This design comes from an exercise in tuning for small area, a short achievable clock period and few clock cycles per item on the open sky130 flow, not from production work. In this exercise RTL edits were held to simulation tests only and were not proved equivalent to the original. Power and IR drop assume default switching activity.

Design uri_component_splitter_top, start of the top module:
module uri_component_splitter_top #(
  parameter int MAX_LEN = ucs_pkg::MAX_LEN_DEF
) (
  input  logic              clk,
  input  logic              rst,
  input  logic              uri_valid,
  output logic              uri_ready,
  input  logic [ucs_pkg::CH_W-1:0]   uri_ch,
  input  logic              uri_end_of_uri,
  output logic              rec_valid,
  input  logic              rec_ready,
  output logic [2:0]        rec_component,
  output logic [ucs_pkg::OFS_W-1:0]  rec_start_offset,
  output logic [ucs_pkg::OFS_W-1:0]  rec_length,
  output logic [ucs_pkg::PORT_W-1:0] rec_port_value,
  output logic              rec_abs_flag,
  output logic              rec_frag_only_flag,
  output logic              rec_overflow,
  output logic              rec_last
);
  ucs_pkg::ucs_snap_t snap;
  logic      free;
  logic      waiting;    
  logic      take, ended, load;
  assign uri_ready = !waiting;
  assign take      = uri_valid && !waiting;
  assign ended     = take && uri_end_of_uri;
  assign load      = free && (ended || waiting);
  always_ff @(posedge clk) begin
    if (rst) waiting <= 1'b0;
    else     waiting <= (ended || waiting) && !free;
  end
  ucs_parser u_parser (
    .clk   (clk),
    .rst   (rst),
    .step  (take && !uri_end_of_uri),
    .clear (load),
    .ch    (uri_ch),
    .snap  (snap)
  );
  ucs_emit u_emit (
    .clk     (clk),
    .rst     (rst),
    .load    (load),
    .snap_in (snap),
    .free    (free),
    .rec_valid          (rec_valid),
  ...
For scale: roughly 64 I/O pins, roughly 12,000 µm² of cells after synthesis.
==> flow/config.mk <==
export PLATFORM = sky130hd
export DESIGN_NAME = uri_component_splitter_top
export DESIGN_NICKNAME = uri_component_splitter_top
export VERILOG_FILES = /design/flow/design.v
export SDC_FILE = /design/flow/constraint.sdc
export NUM_CORES = 4
export LEC_CHECK = 0
export CAP_MARGIN = 20
export CORE_MARGIN = 2
export CORE_UTILIZATION = 40
export SETUP_SLACK_MARGIN = 2.0
export SLEW_MARGIN = 20
==> flow/constraint.sdc <==
create_clock -name core_clock -period 5.0 [get_ports {clk}]
set_input_delay 1.0000 -clock core_clock [delete_from_list [all_inputs] [get_ports {clk}]]
set_output_delay 1.0000 -clock core_clock [all_outputs]
set_load 0.01 [all_outputs]
run.sh (not shown) runs the stock make flow with config.mk's settings and CLKGATE_MAP_FILE= SYNTH_SCRIPT=/design/flow/synth_recipe.tcl, a recipe that flattens the netlist after the stock synthesis.
Testbench counts at the start, summed over its fixed seeds: cycles 95,171, items 94,275.
Edit:
--- a/flow/config.mk
+++ b/flow/config.mk
@@ -7,2 +7,3 @@
 export LEC_CHECK = 0
+export ABC_CLOCK_PERIOD_IN_PS = 2000
 export CAP_MARGIN = 20
@@ -10,3 +11,2 @@
 export CORE_UTILIZATION = 40
-export SETUP_SLACK_MARGIN = 2.0
 export SLEW_MARGIN = 20
The changed run passed the timing, design-rule and antenna checks.
Design area goes down by 6.9%.
Final cell count came out lower by 3.6%.
Die area does not change.
Register-to-register slack gets worse by 0.78 ns.
Total power shrinks by 4.4%.
Clock-buffer cell count decreases by 1.
Worst setup slack got worse by 0.78 ns.
Utilization falls by 3.5 points.
First-iteration DRC count rises by 21%.
Routed wire length drops by 6.0%.
Clock skew is higher by 0.013 ns.

* * *

uri_component_splitter_top, a different RTL version from the one above (not shown whole).
Size: ~240 flip-flops, about 64 I/O pins, about 0.012 sq mm of cells after synthesis.
clock: 5.0 ns
lec_check: 0
cap_margin: 20
core_margin: 2
core_utilization: 40
setup_slack_margin: 2.0
slew_margin: 20
Testbench counts at the start, summed over its fixed seeds: cycles 95,490, items 94,275.
Edit:
CTS_CLUSTER_DIAMETER = 100   (was unset)
CTS_CLUSTER_SIZE = 28   (was unset)
- The changed run ran to the end with no violations
- worst setup slack improves by 0.0046 ns
- cell count drops slightly
- routed wire length came out lower slightly
- design area fell by a few percent
- core utilization is lower by 1.8 points
- count of clock-buffer cells in the layout is lower by 9
- non-clock buffer count came out higher by 4
- total power drops by about a fifth
- register-to-register slack stays flat
- maximum frequency stays flat
Edit:
CORE_UTILIZATION = 65   (was 40)
CTS_CLUSTER_DIAMETER = unset   (was 100)
CTS_CLUSTER_SIZE = unset   (was 28)
Effect:
- clock skew came out higher by 0.0084 ns
- core utilization came out higher by 29 points
- synthesized cell count is unchanged
- via count came out lower slightly
- clock power came out higher by well over a third
Edit:
==> flow/flow/run.sh (new file) <==
#!/bin/bash
# The standard layout, with the port buffers made from buf_2 cells instead of
# the delay buffers buffer_ports picks by default.
set -e
export BUFFER_PORTS_ARGS="-buffer_cell sky130_fd_sc_hd__buf_2"
bash standard.sh > standard.log 2>&1
==> flow/standard.sh (new file) <==
#!/bin/bash
# synth_recipe.tcl (not shown) runs the flow's synth.tcl, then flattens the netlist and writes it again
# the make line also repeats each setting of config.mk as NAME=value (left out here)
make -C /OpenROAD-flow-scripts/flow DESIGN_CONFIG=/design/flow/config.mk WORK_HOME=/design/flow/orfs CLKGATE_MAP_FILE= SYNTH_SCRIPT=/design/flow/synth_recipe.tcl "${@:-finish}"
CORE_UTILIZATION = 40   (was 65)
CTS_CLUSTER_DIAMETER = 100   (was unset)
CTS_CLUSTER_SIZE = 28   (was unset)
removed: flow/run.sh
=> Maximum frequency goes up by 2.2%; die area goes up by 60%; worst setup slack gains 0.064 ns.

* * *

Setup of P:
Another version of the RTL of uri_component_splitter_top (not shown whole).
For scale: about 1100 cells after synthesis, about 220 flip-flops, ~64 I/O pins, about 11000 um^2 of cells after synthesis.
make LEC_CHECK=0 CAP_MARGIN=20 CORE_MARGIN=2 CORE_UTILIZATION=70 CTS_CLUSTER_DIAMETER=100 CTS_CLUSTER_SIZE=28 SETUP_SLACK_MARGIN=2.3 SLEW_MARGIN=20 finish   # period 5.0 ns
Stock flow here: none of the scripts above is used.
Testbench counts of P, summed over its fixed seeds: cycles 95,248, items 94,275.
For Q, these inputs were changed with respect to P:
# P
export LEC_CHECK = 0
export CAP_MARGIN = 20
export CORE_MARGIN = 2
export CORE_UTILIZATION = 70
export CTS_CLUSTER_DIAMETER = 100
export CTS_CLUSTER_SIZE = 28
export SETUP_SLACK_MARGIN = 2.3
export SLEW_MARGIN = 20
create_clock -name core_clock -period 5.0 [get_ports {clk}]
# Q
export LEC_CHECK = 0
export CAP_MARGIN = 20
export CORE_MARGIN = 2
export CORE_UTILIZATION = 40
export CTS_CLUSTER_DIAMETER = 100
export CTS_CLUSTER_SIZE = 28
export SETUP_SLACK_MARGIN = 2.3
export SLEW_MARGIN = 20
create_clock -name core_clock -period 5.0 [get_ports {clk}]
--- outcome ---
- Q: no failed stages, no open violations at the end
- For P, the end point of the critical path was rec_port_value[15], unlike Q, where it was u_emit.rec_length[9].
- Note that the internal power component recorded for Q amounts to 1.05 times the value seen in P.
- [compare] base=P new=Q: wire length went up, final critical-path setup slack went down.

* * *

## old
uri_component_splitter_top again, from the RTL that the note above started with.
Settings: LEC_CHECK=0, CAP_MARGIN=20, CORE_MARGIN=2, CORE_UTILIZATION=70, CTS_CLUSTER_DIAMETER=100, CTS_CLUSTER_SIZE=28, PLACE_DENSITY=0.8, SETUP_SLACK_MARGIN=2.3, SLEW_MARGIN=20; clock period 5.0 ns.
Testbench counts of old, summed over its fixed seeds: cycles 95,248, items 94,275.
diff inputs: old => new
# old
export LEC_CHECK = 0
export CAP_MARGIN = 20
export CORE_MARGIN = 2
export CORE_UTILIZATION = 70
export CTS_CLUSTER_DIAMETER = 100
export CTS_CLUSTER_SIZE = 28
export PLACE_DENSITY = 0.8
export SETUP_SLACK_MARGIN = 2.3
export SLEW_MARGIN = 20
create_clock -name core_clock -period 5.0 [get_ports {clk}]
# new
export LEC_CHECK = 0
export CAP_MARGIN = 20
export CORE_MARGIN = 2
export CORE_UTILIZATION = 55
export CTS_CLUSTER_DIAMETER = 100
export CTS_CLUSTER_SIZE = 28
export SETUP_SLACK_MARGIN = 2.3
export SLEW_MARGIN = 20
create_clock -name core_clock -period 5.0 [get_ports {clk}]
--- outcome ---
No stage failed in new, and the final checks on the layout all came back clean.
Synthesized cell count: new vs old identical
Of the two values seen for critical path class, reg2reg was produced by new and reg2out by old.
The worst setup slack of new is lower than that of old.
Relative to old, number of global-route vias before repair has decreased by 0.90% in new.
new vs old: power up by a few percent
When the final numbers for old and new were put side by side, the layout overhead on the synthesized area turned out to be smaller in old.
Relative to old, fraction of the core area covered by cells at the end of the flow has decreased by 16 points in new.
old -> new: power dissipated by switching net loads increased by a little under 10%

* * *

uri_component_splitter_top again, from the RTL that the note above started with.
==> flow/config.mk <==
export PLATFORM = sky130hd
export DESIGN_NAME = uri_component_splitter_top
export DESIGN_NICKNAME = uri_component_splitter_top
export VERILOG_FILES = /design/flow/design.v
export SDC_FILE = /design/flow/constraint.sdc
export NUM_CORES = 4
export LEC_CHECK = 0
export CAP_MARGIN = 20
export CORE_MARGIN = 2
export CORE_UTILIZATION = 70
export CTS_CLUSTER_DIAMETER = 100
export CTS_CLUSTER_SIZE = 28
export SETUP_SLACK_MARGIN = 2.4
export SLEW_MARGIN = 20
==> flow/constraint.sdc <==
create_clock -name core_clock -period 5.0 [get_ports {clk}]
set_input_delay 1.0000 -clock core_clock [delete_from_list [all_inputs] [get_ports {clk}]]
set_output_delay 1.0000 -clock core_clock [all_outputs]
set_load 0.01 [all_outputs]
Testbench counts at the start, summed over its fixed seeds: cycles 95,248, items 94,275.
Edit:
==> flow/flow/run.sh (new file) <==
#!/bin/bash
# The standard layout, with the port buffers made from buf_2 cells instead of
# the delay buffers buffer_ports picks by default.
set -e
export BUFFER_PORTS_ARGS="-buffer_cell sky130_fd_sc_hd__buf_2"
bash standard.sh > standard.log 2>&1
==> flow/standard.sh (new file) <==
#!/bin/bash
# synth_recipe.tcl (not shown) runs the flow's synth.tcl, then flattens the netlist and writes it again
# the make line also repeats each setting of config.mk as NAME=value (left out here)
make -C /OpenROAD-flow-scripts/flow DESIGN_CONFIG=/design/flow/config.mk WORK_HOME=/design/flow/orfs CLKGATE_MAP_FILE= SYNTH_SCRIPT=/design/flow/synth_recipe.tcl "${@:-finish}"
Settings changed: SETUP_SLACK_MARGIN 2.4 to 2.5.
removed: flow/run.sh
- The changed run passed the timing, design-rule and antenna checks
- sequential cell count stays the same
- wire length came out higher by 0.80%
- via count goes up by 1.1%
- global-route usage is higher by 0.21 points
- power goes up by about 1.3%
- setup slack loses 0.098 ns
- die area is unchanged
- non-clock buffer count rose by 15
- sequential share of layout area goes up by 0.21 points
- clock-buffer cell count fell by 1

re-timing with driven ports:
In the flow no input, the clock included, has a driving cell. The finished layouts below were timed again as built, in two steps.
Step 1 sets driving cells, clkbuf_16 on the clock port and buf_2 on the other inputs (assumed; they add their load-dependent delay and slew).
Step 2 times the ports against the registers' clock, not the clock port: input delays grow and output delays shrink by t, the midpoint of the rising clock arrivals with the driver on.
Three values: no drivers, after step 1, after step 2; two values: the first two.
run | shift t [ns] | setup slack, ns | worst setup path at the end
the first run of note 1 | 0.575 | 1.314 / 1.314 / 1.314 | register to register
the second run of note 1 | 0.566 | 0.531 / 0.531 / 0.531 | register to register
the first run of note 2 | 0.556 | 2.111 / 2.100 / 1.710 | input to register
the second run of note 2 | 0.512 | 2.116 / 2.113 / 1.714 | input to register
the third run of note 2 | 0.560 | 1.994 / 1.994 / 1.696 | input to register
the fourth run of note 2 | 0.528 | 2.058 / 2.020 / 1.792 | input to register
P | 0.498 | 2.363 / 2.323 / 1.882 | input to register
Q | 0.518 | 2.338 / 2.338 / 1.890 | input to register
old | 0.498 | 2.363 / 2.323 / 1.882 | input to register
new | 0.516 | 2.207 / 2.207 / 1.867 | input to register
the first run of note 5 | 0.503 | 2.240 / 2.240 / 2.082 | input to register
the second run of note 5 | 0.504 | 2.141 / 2.141 / 2.141 | register to register
After both steps setup and hold are still met in every run listed.
